What follows belongs to an exercise in optimizing a design on an open flow for small area and a short achievable clock period; a production flow would make more cautious choices. RTL that was checked went through simulation tests only; none was proved equivalent to the original. Power is estimated from default activity; no workload was simulated.

## lane 1
Design fpu_top, start of the top module:
module fpu_top (
	input  logic                   clk,
	input  logic                   arst_n,
	input  logic                   issue,
	input  fpu_pkg::fpu_instr_t    instr,
	input  logic [32-1:0] x1,
	input  logic [32-1:0] x2,
	output fpu_pkg::fpu_res_t      result,
	output logic                   done
);
Size in the first run: ~53 flip-flops, about 120 I/O pins.
clock: 19.0 ns
lec_check: 0
abc_area: 1
cap_margin: 50
core_margin: 2
core_utilization: 50
place_density: 0.65
slew_margin: 70
standard.sh (not shown) runs the stock make flow with config.mk's settings and CLKGATE_MAP_FILE= SYNTH_SCRIPT=/design/flow/synth_recipe.tcl, a recipe that flattens the netlist after the stock synthesis.
==> flow/flow/run.sh <==
#!/bin/bash
# Layout flow: the standard layout (standard.sh, with its standard synthesis unchanged)
# with two changes to how the layout is optimised, none to the constraints:
#  - every port still gets a buffer, but a sky130_fd_sc_hd__buf_2 rather than the default
#    cell buffer_ports picks;
#  - the resizer's repair_timing aims for 9 ns of setup slack, so it works on the
#    critical paths although the 19 ns clock is met anyway.
# make's output goes to standard.log; each ORFS step's tool log is copied to tool_logs/.
set -e
bash standard.sh finish SETUP_SLACK_MARGIN=9 "BUFFER_PORTS_ARGS=-buffer_cell sky130_fd_sc_hd__buf_2" > standard.log 2>&1
mkdir -p tool_logs
cp orfs/logs/*/*/*/*.log tool_logs/ 2>/dev/null || true
[inputs] lane 2 vs lane 1
--- a/flow/flow/run.sh
+++ b/flow/flow/run.sh
@@ -6 +6 @@
-#  - the resizer's repair_timing aims for 9 ns of setup slack, so it works on the
+#  - the resizer's repair_timing aims for 8 ns of setup slack, so it works on the
@@ -10 +10 @@
-bash standard.sh finish SETUP_SLACK_MARGIN=9 "BUFFER_PORTS_ARGS=-buffer_cell sky130_fd_sc_hd__buf_2" > standard.log 2>&1
+bash standard.sh finish SETUP_SLACK_MARGIN=10 "BUFFER_PORTS_ARGS=-buffer_cell sky130_fd_sc_hd__buf_2" > standard.log 2>&1
Results
Lane 1 → lane 2: overall via count from detail_route +6.9%, average footprint of a synthesized cell about even.
Compared with lane 1, lane 2 shows last weighted congestion value of the routability-driven placer lower by 4.3%.
Lane 2: portion of total power attributed to sequential cells 2.1 points below lane 1
A highest routing layer actually used of met4 is what lane 2 shows, while met5 belongs to lane 1.
For the count of non-CTS buffers in the layout, lane 2 came in 119 higher than lane 1 did.
Final design area excluding fillers ended up 15% higher on lane 2 than on lane 1.
Summary: routed wire length, lane 2 worse than lane 1
What lane 3 does differently from lane 2 at the input level:
--- a/flow/flow/run.sh
+++ b/flow/flow/run.sh
@@ -4 +4 @@
-#  - every port still gets a buffer, but a sky130_fd_sc_hd__buf_2 rather than the default
+#  - every port still gets a buffer, but a sky130_fd_sc_hd__buf_1 rather than the default
@@ -6 +6 @@
-#  - the resizer's repair_timing aims for 8 ns of setup slack, so it works on the
+#  - the resizer's repair_timing aims for 9 ns of setup slack, so it works on the
@@ -10 +10 @@
-bash standard.sh finish SETUP_SLACK_MARGIN=10 "BUFFER_PORTS_ARGS=-buffer_cell sky130_fd_sc_hd__buf_2" > standard.log 2>&1
+bash standard.sh finish SETUP_SLACK_MARGIN=9 "BUFFER_PORTS_ARGS=-buffer_cell sky130_fd_sc_hd__buf_1" > standard.log 2>&1
[summary]
Taking lane 2 as the reference, in lane 3 final antenna diode count grew by 1, filler cell count grew by about 15%, largest voltage drop on the vdd net shrank by about 22%, global-route wire length before repair shrank by 6.6%, core utilization shrank by 9.0 points. Looking at fraction of area in multi-input gates, lane 3 sits 3.8 points above lane 2. Lane 3 against lane 2: static leakage fell 15%; total stage count of the critical path rose 31%; met1 capacity usage during global routing fell 2.3 points; detailed router's first-iteration violation count rose 32.
Input-level comparison between lane 4 and lane 3:
Settings: ABC_AREA changed from 1 to 0.
--- a/flow/flow/run.sh
+++ b/flow/flow/run.sh
@@ -4 +4 @@
-#  - every port still gets a buffer, but a sky130_fd_sc_hd__buf_1 rather than the default
+#  - every port still gets a buffer, but a sky130_fd_sc_hd__buf_2 rather than the default
@@ -6 +6 @@
-#  - the resizer's repair_timing aims for 9 ns of setup slack, so it works on the
+#  - the resizer's repair_timing aims for 8 ns of setup slack, so it works on the
@@ -10 +10 @@
-bash standard.sh finish SETUP_SLACK_MARGIN=9 "BUFFER_PORTS_ARGS=-buffer_cell sky130_fd_sc_hd__buf_1" > standard.log 2>&1
+bash standard.sh finish SETUP_SLACK_MARGIN=8 "BUFFER_PORTS_ARGS=-buffer_cell sky130_fd_sc_hd__buf_2" > standard.log 2>&1
Results
Per the final summary, lane 4 finished and its layout is clean on timing, DRC and antenna. Final net count in lane 4 vs lane 3: down 393. Of the two values seen for termination of the worst setup path, u_issue.s_q[32]$_DFF_P_ was produced by lane 4 and u_issue.s_q[15]$_DFF_P_ by lane 3. Per the comparison of lane 4 with lane 3, number of buffers inserted to repair setup after CTS shows a reduction of 3, routed wire length on met2 shows an increase of 2100 um. Compared with lane 3, in lane 4 final RePlAce weighted congestion -0.057, share of cell area taken by muxes after synthesis went up by 9.4 points, overall power of the completed layout lost 2.3%, share of the cycle needed by the critical path after routing up 6.4 points.
Input-level comparison between lane 5 and lane 4:
Settings: swapping 0 for 1 in ABC_AREA.
--- a/flow/flow/run.sh
+++ b/flow/flow/run.sh
@@ -10 +10 @@
-bash standard.sh finish SETUP_SLACK_MARGIN=8 "BUFFER_PORTS_ARGS=-buffer_cell sky130_fd_sc_hd__buf_2" > standard.log 2>&1
+bash standard.sh finish SETUP_SLACK_MARGIN=9 "BUFFER_PORTS_ARGS=-buffer_cell sky130_fd_sc_hd__buf_2" > standard.log 2>&1
--- outcome ---
Lane 5 can be clocked faster than lane 4.
The net count after synthesis in lane 5 sits 370 above the value recorded for lane 4.
The run showing the greater fraction of area in non-clock buffers is lane 4.
Higher total chip power was reported by lane 5, not lane 4.
Lane 5 finished every step from synthesis to the final layout, and the layout passed the timing, design-rule and antenna checks.
The highest metal layer with signal wires comes out met4 in one run and met5 in the other, namely in lane 4 and lane 5 respectively.
Lane 5 vs. lane 4: final critical-path required period went down 1.14 ns; fraction of power consumed by combinational cells held; worst-case hold slack held; critical path depth went up 1.

## branch cedar
Another version of the RTL of fpu_top (not shown whole).
Size: roughly 2,200 cells after synthesis, about 53 flip-flops, about 0.012 mm² of cells after synthesis.
clock: 19.0 ns
lec_check: 0
abc_area: 1
cap_margin: 50
core_margin: 2
core_utilization: 50
place_density: 0.65
slew_margin: 70
==> flow/flow/run.sh <==
#!/bin/bash
# Layout flow: the standard layout (standard.sh, with its standard synthesis unchanged)
# with two changes to how the layout is optimised, none to the constraints:
#  - every port still gets a buffer, but a sky130_fd_sc_hd__buf_2 rather than the default
#    cell buffer_ports picks;
#  - the resizer's repair_timing aims for 9 ns of setup slack, so it works on the
#    critical paths although the 19 ns clock is met anyway.
# make's output goes to standard.log; each ORFS step's tool log is copied to tool_logs/.
set -e
bash standard.sh finish SETUP_SLACK_MARGIN=9 "BUFFER_PORTS_ARGS=-buffer_cell sky130_fd_sc_hd__buf_2" > standard.log 2>&1
mkdir -p tool_logs
cp orfs/logs/*/*/*/*.log tool_logs/ 2>/dev/null || true
Looking at the reports, branch cedar completed the entire flow and the layout it produced met the timing, design-rule and antenna checks.
The following lists how branch willow was set up differently from branch cedar:
diff --git a/flow/flow/run.sh b/flow/flow/run.sh
--- a/flow/flow/run.sh
+++ b/flow/flow/run.sh
@@ -10 +10 @@
-bash standard.sh finish SETUP_SLACK_MARGIN=9 "BUFFER_PORTS_ARGS=-buffer_cell sky130_fd_sc_hd__buf_2" > standard.log 2>&1
+bash standard.sh finish SETUP_SLACK_MARGIN=8 "BUFFER_PORTS_ARGS=-buffer_cell sky130_fd_sc_hd__buf_2" > standard.log 2>&1
==> summary.txt <==
- Power: branch willow draws less than branch cedar
- Taking branch cedar as the reference point, the wire length per cell after detailed routing of branch willow falls by 0.50 µm.
- Every run (branch willow and branch cedar) finished clean.
- Looking at branch willow and branch cedar, the tightest hold margin is a wash.
- branch willow vs branch cedar — internal power of the cells dropped about 7%.
- From branch cedar to branch willow, synthesized flop and latch total did not move at all.
- Summary of branch willow over branch cedar: number of standard cells in the layout, taps in and fillers out down 1.8%, maximum net fanout on the critical path saw an increase, via count decreased 2.7%, number of buffers inserted to repair setup after CTS shows a reduction of 10.
No functional check of the RTL was part of any run of this note.

## exp/garnet
RTL: one of the versions met above, not the one the previous note started from.
Size: ~2,200 cells after synthesis, roughly 53 flip-flops, roughly 12,000 sq um of cells after synthesis.
export LEC_CHECK = 0
export ABC_AREA = 1
export CAP_MARGIN = 50
export CORE_MARGIN = 2
export CORE_UTILIZATION = 50
export PLACE_DENSITY = 0.65
export SLEW_MARGIN = 70
create_clock -name core_clock -period 19.0 [get_ports {clk}]
==> flow/flow/run.sh <==
#!/bin/bash
# Layout flow: the standard layout (standard.sh, with its standard synthesis unchanged)
# with two changes to how the layout is optimised, none to the constraints:
#  - every port still gets a buffer, but a sky130_fd_sc_hd__buf_2 rather than the default
#    cell buffer_ports picks;
#  - the resizer's repair_timing aims for 9 ns of setup slack, so it works on the
#    critical paths although the 19 ns clock is met anyway.
# make's output goes to standard.log; each ORFS step's tool log is copied to tool_logs/.
set -e
bash standard.sh finish SETUP_SLACK_MARGIN=8.5 "BUFFER_PORTS_ARGS=-buffer_cell sky130_fd_sc_hd__buf_2" > standard.log 2>&1
mkdir -p tool_logs
cp orfs/logs/*/*/*/*.log tool_logs/ 2>/dev/null || true
No stage failed in exp/garnet, and the final checks on the layout all came back clean.
The inputs of exp/fjord differ from those of exp/garnet as listed below.
- a change of PLACE_DENSITY from 0.65 to 0.6
- a change of CORE_UTILIZATION from 50 to 40
-- flow/flow/run.sh --
<<< exp/garnet, line 5
#    cell buffer_ports picks;
#  - the resizer's repair_timing aims for 9 ns of setup slack, so it works on the
#    critical paths although the 19 ns clock is met anyway.
>>> exp/fjord, line 5
#    cell buffer_ports picks;
#  - the resizer's repair_timing aims for 8.5 ns of setup slack, so it works on the
#    critical paths although the 19 ns clock is met anyway.
==> summary.txt <==
Design area for exp/fjord: 110 sq um up relative to exp/garnet
exp/garnet reports its source of the critical timing path as x2[23] while exp/fjord reports x2[27].
Looking at worst-case setup margin in the final layout, exp/fjord sits above exp/garnet.
Relative to exp/garnet, proportion of power drawn by the clock network decreased by 0.9 points in exp/fjord.
Via count | exp/fjord below exp/garnet
No stage failed in exp/fjord, and the final checks on the layout all came back clean.
--- input diff exp/fjord..exp/harbor ---
- changing PLACE_DENSITY from 0.6 to 0.65
- changing CORE_UTILIZATION from 40 to 50
==> summary.txt <==
Compared with exp/fjord, in exp/harbor total power grew by 0.45%; die outline height dropped 10%. exp/fjord has a higher wire length than exp/harbor. On count of multi-input gates, exp/fjord and exp/harbor are neck and neck.
Modified inputs, exp/xenon compared to exp/harbor
- changing PLACE_DENSITY from 0.65 to 0.85
-- flow/flow/run.sh --
<<< exp/harbor, line 5
#    cell buffer_ports picks;
#  - the resizer's repair_timing aims for 8.5 ns of setup slack, so it works on the
#    critical paths although the 19 ns clock is met anyway.
>>> exp/xenon, line 5
#    cell buffer_ports picks;
#  - the resizer's repair_timing aims for 9 ns of setup slack, so it works on the
#    critical paths although the 19 ns clock is met anyway.
<<< exp/harbor, line 9
set -e
bash standard.sh finish SETUP_SLACK_MARGIN=8.5 "BUFFER_PORTS_ARGS=-buffer_cell sky130_fd_sc_hd__buf_2" > standard.log 2>&1
mkdir -p tool_logs
>>> exp/xenon, line 9
set -e
bash standard.sh finish SETUP_SLACK_MARGIN=9 "BUFFER_PORTS_ARGS=-buffer_cell sky130_fd_sc_hd__buf_2" > standard.log 2>&1
mkdir -p tool_logs
==> summary.txt <==
exp/harbor → exp/xenon: sequential share of layout area down 0.46 points; clock-cell share of area down 0.25 points; final standard cell count with taps included and fillers excluded up 46; number of inverters outside the clock class in the layout flat.
Sequential group share of total power on exp/xenon is down relative to exp/harbor.

==> port drivers added, routing unchanged <==
How much do the figures lean on ideal ports? The routed layouts below were timed once more, with nothing changed but the port constraints. Step 1 sets driving cells, clkbuf_16 on the clock port and buf_2 on the other inputs (assumed; they add their load-dependent delay and slew). Step 2 moves the port delays by t, midway between the first and last clock arrival at a register: inputs arrive t later, outputs are due t later. That takes back most of the time a late clock gives input paths. a / b / c = no drivers / after step 1 / after step 2; a / b = the first two.
| run | t (ns) | setup slack, ns | worst setup path after step 2 | worst register clock-pin slew, ns | worst data-port slew with drivers (ns) |
|---|---|---|---|---|---|
| lane 1 | 0.326 | 9.221 / 9.226 / 8.900 | input to register | 0.07 / 0.07 | 0.04 |
| lane 2 | 0.331 | 9.410 / 9.423 / 9.093 | input to register | 0.07 / 0.07 | 0.07 |
| lane 3 | 0.329 | 9.293 / 9.297 / 8.968 | input to register | 0.08 / 0.08 | 0.05 |
| lane 4 | 0.328 | 8.077 / 8.089 / 7.762 | input to register | 0.07 / 0.07 | 0.06 |
| lane 5 | 0.326 | 9.221 / 9.226 / 8.900 | input to register | 0.07 / 0.07 | 0.04 |
| branch cedar | 0.324 | 9.216 / 9.229 / 8.905 | input to register | 0.07 / 0.07 | 0.04 |
| branch willow | 0.324 | 8.380 / 8.403 / 8.079 | input to register | 0.07 / 0.07 | 0.04 |
| exp/garnet | 0.326 | 8.863 / 8.883 / 8.557 | input to register | 0.07 / 0.07 | 0.04 |
| exp/fjord | 0.330 | 8.872 / 8.894 / 8.564 | input to register | 0.08 / 0.08 | 0.04 |
| exp/harbor | 0.326 | 8.863 / 8.883 / 8.557 | input to register | 0.07 / 0.07 | 0.04 |
| exp/xenon | 0.332 | 8.970 / 8.969 / 8.638 | input to register | 0.07 / 0.07 | 0.05 |
After both steps every run listed still meets setup and hold. For exp/xenon, which loses most, drivers alone change the setup slack by -0.001 ns; drivers and shift together by -0.332 ns.
